Background: an optimization exercise with open tools, aiming at small area, a short achievable clock period and few clock cycles per item. Do not read the settings as production practice.
The RTL was checked by simulation tests, not by an equivalence proof against the original design.
Power figures rest on the tool's default switching activity, not on a simulated workload.

**flow/design.v**
```verilog
package iol_pkg;
    localparam int unsigned Cap  = 64;
    localparam int unsigned ValW = 32;
    localparam logic [2:0] MODE_GET  = 3'd0;
    localparam logic [2:0] MODE_HEAD = 3'd1;
    localparam logic [2:0] MODE_TAIL = 3'd2;
    localparam logic [2:0] MODE_AT   = 3'd3;
    localparam logic [2:0] MODE_DEL  = 3'd4;
    localparam logic [1:0] ST_DONE  = 2'd0;
    localparam logic [1:0] ST_RANGE = 2'd1;
    localparam logic [1:0] ST_FULL  = 2'd2;
endpackage
import iol_pkg::*;
module iol_mem (
    input  logic            i_clk,
    input  logic [Cap-1:0]  i_sel,
    input  logic            i_wr_en,
    input  logic [ValW-1:0] i_wr_data,
    output logic [ValW-1:0] o_rd_data
);
    logic [ValW-1:0] r_d [Cap];
    for (genvar i = 0; i < Cap; i++) begin : g_slot
        always_ff @(posedge i_clk) begin
            if (i_wr_en && i_sel[i]) r_d[i] <= i_wr_data;
        end
    end
    always_comb begin
        o_rd_data = '0;
        for (int i = 0; i < Cap; i++) o_rd_data |= {ValW{i_sel[i]}} & r_d[i];
    end
endmodule
import iol_pkg::*;
module iol_ctrl (
    input  logic             i_clk,
    input  logic             i_rst_n,
    input  logic             i_valid,
    output logic             o_ready,
    input  logic [47:0]      i_data,
    output logic [Cap-1:0]   o_sel,
    output logic             o_wr_en,
    output logic [ValW-1:0]  o_wr_data,
    input  logic [ValW-1:0]  i_rd_data,
    output logic             o_valid,
    input  logic             i_ready,
    output logic [47:0]      o_data
);
    logic            r1_v, r_fire;
    logic            r1_get, r1_ins, r1_tail, r1_at, r1_del;
    logic [9:0]      r1_pos;
    logic [ValW-1:0] r1_val;
    logic [Cap-1:0]  r1_oh;     
    logic [Cap-1:0]  r1_ge;     
    logic [2:0] in_mode;
    logic [9:0] in_pos;
    logic       in_get, in_head, in_tail, in_at, in_del;
    assign in_mode = i_data[2:0];
    assign in_pos  = i_data[12:3];
    assign in_get  = in_mode == MODE_GET;
    assign in_head = in_mode == MODE_HEAD;
    assign in_tail = in_mode == MODE_TAIL;
    assign in_at   = in_mode == MODE_AT;
    assign in_del  = in_mode == MODE_DEL;
    logic [6:0]     r_len;
    logic [Cap-1:0] r_ltl;      
    logic [5:0]     r_map [Cap];
    logic           full;
    assign full = r_ltl[Cap-1];
    logic        r2_v, r2_found, r2_wr;
    logic [Cap-1:0]  r2_sel;            
    logic [ValW-1:0] r2_val;
    logic [6:0]  r2_len;
    logic [1:0]  r2_st;
    logic [1:0]  r_qc;                  
    logic [41:0] r_q [2];               
    logic fire, take, pop, push;
    assign fire = r_fire;               
    assign take = i_valid && o_ready;
    assign pop  = o_valid && i_ready;
    assign push = r2_v && (r_qc != 2'd2 || pop);
    logic           ins_en, del_en;
    logic [Cap-1:0] eq_len, ge, oh;
    assign ins_en = fire && r1_ins && !full;
    assign del_en = fire && r1_del;
    assign eq_len = ~r_ltl & {r_ltl[Cap-2:0], 1'b1};
    assign ge = r1_ge | ({Cap{r1_tail}} & ~r_ltl);
    assign oh = r1_oh | ({Cap{r1_tail}} & eq_len);
    logic [5:0] look;           
    always_comb begin
        look = '0;
        for (int i = 0; i < Cap; i++) look |= {6{r1_oh[i]}} & r_map[i];
    end
    logic       lt_len, gt_len, ins_ok, del_ok, found;
    logic [1:0] st;
    logic [6:0] len_n;
    assign lt_len = {3'b0, r_len} > r1_pos;
    assign gt_len = r1_pos > {3'b0, r_len};
    assign ins_ok = r1_ins && !full && !(r1_at && gt_len);
    assign del_ok = r1_del && lt_len;
    assign found  = r1_get && lt_len;
    always_comb begin
        st = ST_DONE;
        if ((r1_get || r1_del) && !lt_len) st = ST_RANGE;
        else if (r1_at && gt_len) st = ST_RANGE;
        else if (r1_ins && full) st = ST_FULL;
    end
    assign len_n = ins_ok ? r_len + 7'd1 : del_ok ? r_len - 7'd1 : r_len;
    logic [5:0]     slot;
    logic [Cap-1:0] slot_oh;
    assign slot = r1_get ? look : r_map[Cap-1];
    for (genvar i = 0; i < Cap; i++) begin : g_slot
        assign slot_oh[i] = slot == 6'(i);
    end
    logic [41:0] res;
    assign o_sel     = r2_sel;
    assign o_wr_en   = r2_wr;
    assign o_wr_data = r2_val;
    assign res = {r2_len, r2_st, r2_found, i_rd_data | {ValW{!r2_found}}};
    always_ff @(posedge i_clk) begin
        if (o_ready) begin
            r1_get  <= in_get;
            r1_ins  <= in_head || in_tail || in_at;
            r1_tail <= in_tail;
            r1_at   <= in_at;
            r1_del  <= in_del;
            r1_pos  <= in_pos;
            r1_val  <= i_data[44:13];
            for (int i = 0; i < Cap; i++) begin
                r1_oh[i] <= in_head ? (i == 0) : (in_get || in_at || in_del) && in_pos == 10'(i);
                r1_ge[i] <= in_head || (in_at || in_del) && in_pos <= 10'(i);
            end
        end
        if (fire) begin
            r_len    <= len_n;
            r2_sel   <= slot_oh;
            r2_wr    <= ins_en;
            r2_val   <= r1_val;
            r2_found <= found;
            r2_len   <= len_n;
            r2_st    <= st;
            if (ins_ok) r_ltl <= {r_ltl[Cap-2:0], 1'b1};
            else if (del_ok) r_ltl <= {1'b0, r_ltl[Cap-1:1]};
        end
        for (int i = 0; i < Cap; i++) begin
            if (ins_en && i > 0 && ge[i-1 < 0 ? 0 : i-1]) r_map[i] <= r_map[i-1 < 0 ? 0 : i-1];
            else if (ins_en && oh[i]) r_map[i] <= r_map[Cap-1];
            else if (del_en && r1_ge[i])
                r_map[i] <= (i == Cap - 1) ? look : r_map[i+1 > Cap-1 ? Cap-1 : i+1];
        end
        if (push && r_qc - {1'b0, pop} == 2'd0) r_q[0] <= res;
        else if (pop) r_q[0] <= r_q[1];
        if (push && r_qc - {1'b0, pop} == 2'd1) r_q[1] <= res;
        if (!i_rst_n) begin
            r1_v    <= 1'b0;
            r_fire  <= 1'b0;
            r2_v    <= 1'b0;
            r_qc    <= '0;
            o_valid <= 1'b0;
            r_len   <= '0;
            r_ltl   <= '0;
            o_ready <= 1'b1;
            for (int i = 0; i < Cap; i++) r_map[i] <= 6'(i);
        end else begin
            logic       n1v, n2v, nfire;
            logic [1:0] nqc;
            n1v   = take || (r1_v && !fire);
            n2v   = fire || (r2_v && !push);
            nqc   = r_qc - {1'b0, pop} + {1'b0, push};
            nfire = n1v && ({1'b0, n2v} + nqc <= 2'd2);
            r1_v    <= n1v;
            r_fire  <= nfire;
            r2_v    <= n2v;
            r_qc    <= nqc;
            o_valid <= nqc != 2'd0;
            o_ready <= !n1v || nfire;
        end
    end
    assign o_data = {2'b00, 4'b0, r_q[0]};
endmodule
import iol_pkg::*;
module indexed_ordered_list (
    input  logic        i_clk,
    input  logic        i_rst_n,
    input  logic        s_axis_tvalid,
    output logic        s_axis_tready,
    input  logic [47:0] s_axis_tdata,    
    output logic        m_axis_tvalid,
    input  logic        m_axis_tready,
    output logic [47:0] m_axis_tdata     
);
    logic [Cap-1:0]  sel;
    logic            wr_en;
    logic [ValW-1:0] wr_data, rd_data;
    iol_mem u_mem (
        .i_clk(i_clk), .i_sel(sel), .i_wr_en(wr_en), .i_wr_data(wr_data),
        .o_rd_data(rd_data)
    );
    iol_ctrl u_ctrl (
        .i_clk(i_clk), .i_rst_n(i_rst_n),
        .i_valid(s_axis_tvalid), .o_ready(s_axis_tready), .i_data(s_axis_tdata),
        .o_sel(sel), .o_wr_en(wr_en), .o_wr_data(wr_data), .i_rd_data(rd_data),
        .o_valid(m_axis_tvalid), .i_ready(m_axis_tready), .o_data(m_axis_tdata)
    );
endmodule
```
**flow/run.sh**
```bash
#!/bin/bash
# synth_recipe.tcl (not shown) runs the flow's synth.tcl, then flattens the netlist and writes it again
# the make line also repeats each setting of config.mk as NAME=value (left out here)
make -C /OpenROAD-flow-scripts/flow DESIGN_CONFIG=/design/flow/config.mk WORK_HOME=/design/flow/orfs CLKGATE_MAP_FILE= SYNTH_SCRIPT=/design/flow/synth_recipe.tcl finish
```
**flow/config.mk**
```make
export PLATFORM = sky130hd
export DESIGN_NAME = indexed_ordered_list
export DESIGN_NICKNAME = indexed_ordered_list
export VERILOG_FILES = /design/flow/design.v
export SDC_FILE = /design/flow/constraint.sdc
export NUM_CORES = 4
export LEC_CHECK = 0
export CAP_MARGIN = 20
export CORE_MARGIN = 2
export CORE_UTILIZATION = 40
export SETUP_SLACK_MARGIN = 3.3
export SLEW_MARGIN = 20
```
**flow/constraint.sdc**
```tcl
create_clock -name core_clock -period 6.0 [get_ports {i_clk}]
set_input_delay 1.2000 -clock core_clock [delete_from_list [all_inputs] [get_ports {i_clk}]]
set_output_delay 1.2000 -clock core_clock [all_outputs]
set_load 0.01 [all_outputs]
```
==> out/results.ini <==
[hold_path]
worstHoldStart = u_ctrl.r1_val[7]
worstHoldPathType = register to register
whs_path_depth = 0

[detailed_routing]
antenna_left = 0
first_pass_iters = 10
wl_per_cell_um = 42.3
drt_iter0_drc = 18200
route.detailed.drc = 0
routed_wl_um = 551000
vias = 90700
vias_per_cell = 6.96

[global_route]
antenna_found_initial = 40
gr-total-overflow = 0
grt_max_degree = 132
grt_pass1_wl_um = 716000
grt_pass1_vias = 81100
track_usage_pct = 36.6

[logic_synthesis]
ys_ff_latch = 2876
synth_top_area_share_pct = 63.8
ys_warn_count = 5
synth_area_leader_cell = edfxtp_1
synth_cell_types = 63
seq_area_frac_synth_pct = 72.0
syn_inst = 8458
synth_area_sq_um = 114000
synth_ff_type = edfxtp_1
postSynth.asyncResetShare_pct = 0
synth_edf_count = 2414
syn_avg_cell_area_sq_um = 13.4
synthTopCellsByArea = edfxtp_1, dfxtp_1, a22oi_1, a221oi_1, nand2_1

[layout]
layout-drive-gt1-share_pct = 19.3
layout_commonest_cell = edfxtp_1
fin_util_pct = 48.8
final_cell_mix = edfxtp_1, nand2_1, a21oi_1
layout.nets = 9076
n_fill_cell = 23900
area_growth_syn_to_layout_pct = 21.4

[setup_path]
critPathLaunchType = register
critical_path_arrival_ns = 3.97
worstSetupPathType = register to register
end_kind = register
crit_start = u_ctrl.r1_oh[57]
regToRegStartpoint = u_ctrl.r1_oh[57]
worstPathCellList = buf_12 > a22o_1 > a221oi_2 > nand4_1 > or4_4 > mux2i_4 > or4b_4 > nor2_1
critPathSlowestCell = or4_4
cpPeakStageDelay_ns = 0.61
cp.required_ns = 6.77
crit_fanout = 4
reg2regPathDepth = 8

[timing]
tightest_slew_ns = 1.23
rsz0062_at_grt = true
min_period_over_period_pct = 53.3
tns_ns = 0
setup_viol = 0
timing.final.crit_period_ns = 3.20
layout_setup_ws_ns = 2.80
clock-skew-final_ns = 0.0963
slew_viol_final = 0
slew_headroom_pct = 18.0
finalHoldViolCount = 0
fmax_mhz = 313
hold_slack_ns = 0.381

[clocking]
cts_hold_buf = 0
clock_latency_ns = 0.98
cts_buffer_depth = 4
path_clk_slew_ns = 0.06
cts_tree = done
cts_made_buffers = 310
clock-sinks = 2876
cts_root_buffer = clkbuf_16
htreeDepth = 5

[floorplan]
io_pins = 102
initial_core_util_pct = 40.2
die_w_um = 537
num_rows = 195
die_area_sq_um = 288000
die_y_um = 537
core_area_sq_um = 282000

[place]
dp_hpwl_um = 318000
io_buffers = 92
dp_slack_ns = 2.02
gp_congestion = 1.05

[pwr]
sequentialPowerShare_pct = 42.9
power.internal_mw = 42.9
switching_share_pct = 36.4
p_leak_nw = 46.0
vdd_drop_max_v = 0.000409
clkPwrFrac_pct = 28.2
combPwrFrac_pct = 28.9
powerDensity_nw_per_um2 = 490
total_power_mw = 67.5
p_switching_mw = 24.6

[status]
status = finished clean

[job]
cap_violations = 0

-- cells in the mapped netlist, types with 5 or more instances --
master / n
a211o_1: 6
a211oi_1: 9
a21boi_0: 5
a21o_1: 6
a21oi_1: 577
a221oi_1: 431
a222oi_1: 32
a22o_1: 259
a22oi_1: 643
a311oi_1: 8
a31oi_1: 72
and2_1: 73
and3_1: 68
buf_1: 28
buf_2: 13
buf_4: 6
clkbuf_1: 527
dfxtp_1: 462
edfxtp_1: 2414
ha_1: 12
inv_1: 25
mux2_2: 42
mux2i_1: 21
nand2_1: 809
nand2b_1: 49
nand3_1: 540
nand4_1: 189
nand4b_1: 5
nand4bb_1: 6
nor2_1: 539
nor2b_1: 69
nor3_1: 82
nor4_1: 45
o211ai_1: 116
o21a_1: 6
o21ai_0: 161
or2_2: 8
or3_1: 8
or4_1: 39
xnor2_1: 9
-- power by group through the flow --
| stage | logic (mW) | registers, mW | clock network [mW] |
|---|---|---|---|
| after floorplan | 6.14 | 28.6 | 0 |
| after global placement | 13.8 | 29.6 | 0 |
| after detailed placement | 14.0 | 29.7 | 0 |
| after CTS | 17.4 | 28.7 | 19.0 |
| after global routing | 19.2 | 29.0 | 19.7 |
| final | 19.5 | 29.0 | 19.0 |
-- final timing paths --
check                           end  slack, ns
setup reg to reg  u_ctrl.r2_sel[62]       2.80
hold / removal     u_ctrl.r2_val[7]       0.38
hold reg to reg    u_ctrl.r2_val[7]       0.38
setup / recovery  u_ctrl.r2_sel[62]       2.80
-- final cells by class --
class                      instances  area [sq um]  share of cell area (%)
clock inverter                   179          1580                    1.14
multi-input combinational       4993         32500                    23.6
tap                             3743          4680                    3.40
timing repair buffer             805          8840                    6.42
sequential                      2876         81800                    59.3
antenna                           22          55.1                  0.0399
inverter                          26           111                  0.0808
clock buffer                     385          8290                    6.01
-- what timing repair did --
item / in CTS / in global routing
pin swaps: 200 / 134
gates cloned: 24 / 11
buffers inserted: 310 / 100
endpoints found under the setup margin: 1840 / 683
gates resized for setup: 897 / 286
-- logic make-up (layout without fill, tap and decap cells) --
kind of cell | after synthesis | count (layout) | synth area share [%]
buffers and inverters | 600 | 1395 | 2.02
XOR/XNOR | 10 | 10 | 0.0771
AND/OR/NAND/NOR | 2542 | 2548 | 10.4
multiplexers | 67 | 67 | 0.681
other | 1 | 28 | 0.00330
AO/OA/AOI/OAI | 2350 | 2350 | 14.7
adder cells (fa/ha/maj) | 12 | 12 | 0.132
flip-flops | 2876 | 2876 | 72.0
-- per-stage QoR --
step,instance area (sq um),std cells
floorplan,114000,8463
global placement,119000,12000
detailed placement,119000,12000
CTS,136000,12900
global route,138000,13000
finish,138000,13000
-- per-layer routing --
| layer | wire [um] | track usage, % | vias to the layer above | part of all wire [%] |
|---|---|---|---|---|
| met1 | 190000 | 47.1 | 45200 | 34 |
| met2 | 233000 | 54.1 | 8653 | 42 |
| li1 | - | - | 34700 | - |
| met5 | 272 | 0 | - | 0.049 |
| met4 | 45400 | 23.2 | 20 | 8.2 |
| met3 | 82000 | 10.7 | 2100 | 15 |
-- worst max-delay path: cells and delay by family (launching register included) --
family                 cells  cell delay (ns)
AOI/OAI and AO/OA          2             0.49
buffers and inverters      1             0.20
DFF                        1             0.52
muxes                      1             0.30
and+or+nand+nor            4             1.55
-- sequential cells by signal, summed over array words and instances, names as in the netlist, 2 cells and up --
name / flops
u_mem.r_d: 2048
u_ctrl.r_map: 384
u_ctrl.r_q: 84
u_ctrl.r1_ge: 64
u_ctrl.r1_oh: 64
u_ctrl.r2_sel: 64
u_ctrl.r_ltl: 64
u_ctrl.r1_val: 32
u_ctrl.r2_val: 32
u_ctrl.r1_pos: 10
u_ctrl.r2_len: 7
u_ctrl.r_len: 7
u_ctrl.r2_st: 2
u_ctrl.r_qc: 2
Testbench counts, summed over its fixed seeds: cycles 20,024, items 20,000.

[separate check: timing with driven ports]
No port has a modelled driver above. Below, the same layout with a new extraction and two added sets of constraints.
Step 1 sets driving cells, clkbuf_16 on the clock port and buf_2 on the other inputs (assumed; they add their load-dependent delay and slew).
Step 2 adds t to the input delays and takes it off the output delays; t is the mean of the earliest and latest rising clock arrival at the registers after step 1. Input paths then give back, and output paths get back, about the clock's delay inside the block.
a / b / c = ideal ports / drivers / drivers and shift; a / b = the first two.
t, ns: 1.040
slack for setup (ns): 2.800 / 2.800 / 2.222
clock arrival spread, ns: 0.097 / 0.097
pins driven straight from the clock port: 1
After both steps this run still meets setup and hold. For this run, drivers alone change the setup slack by 0.000 ns; drivers and shift together by -0.578 ns.
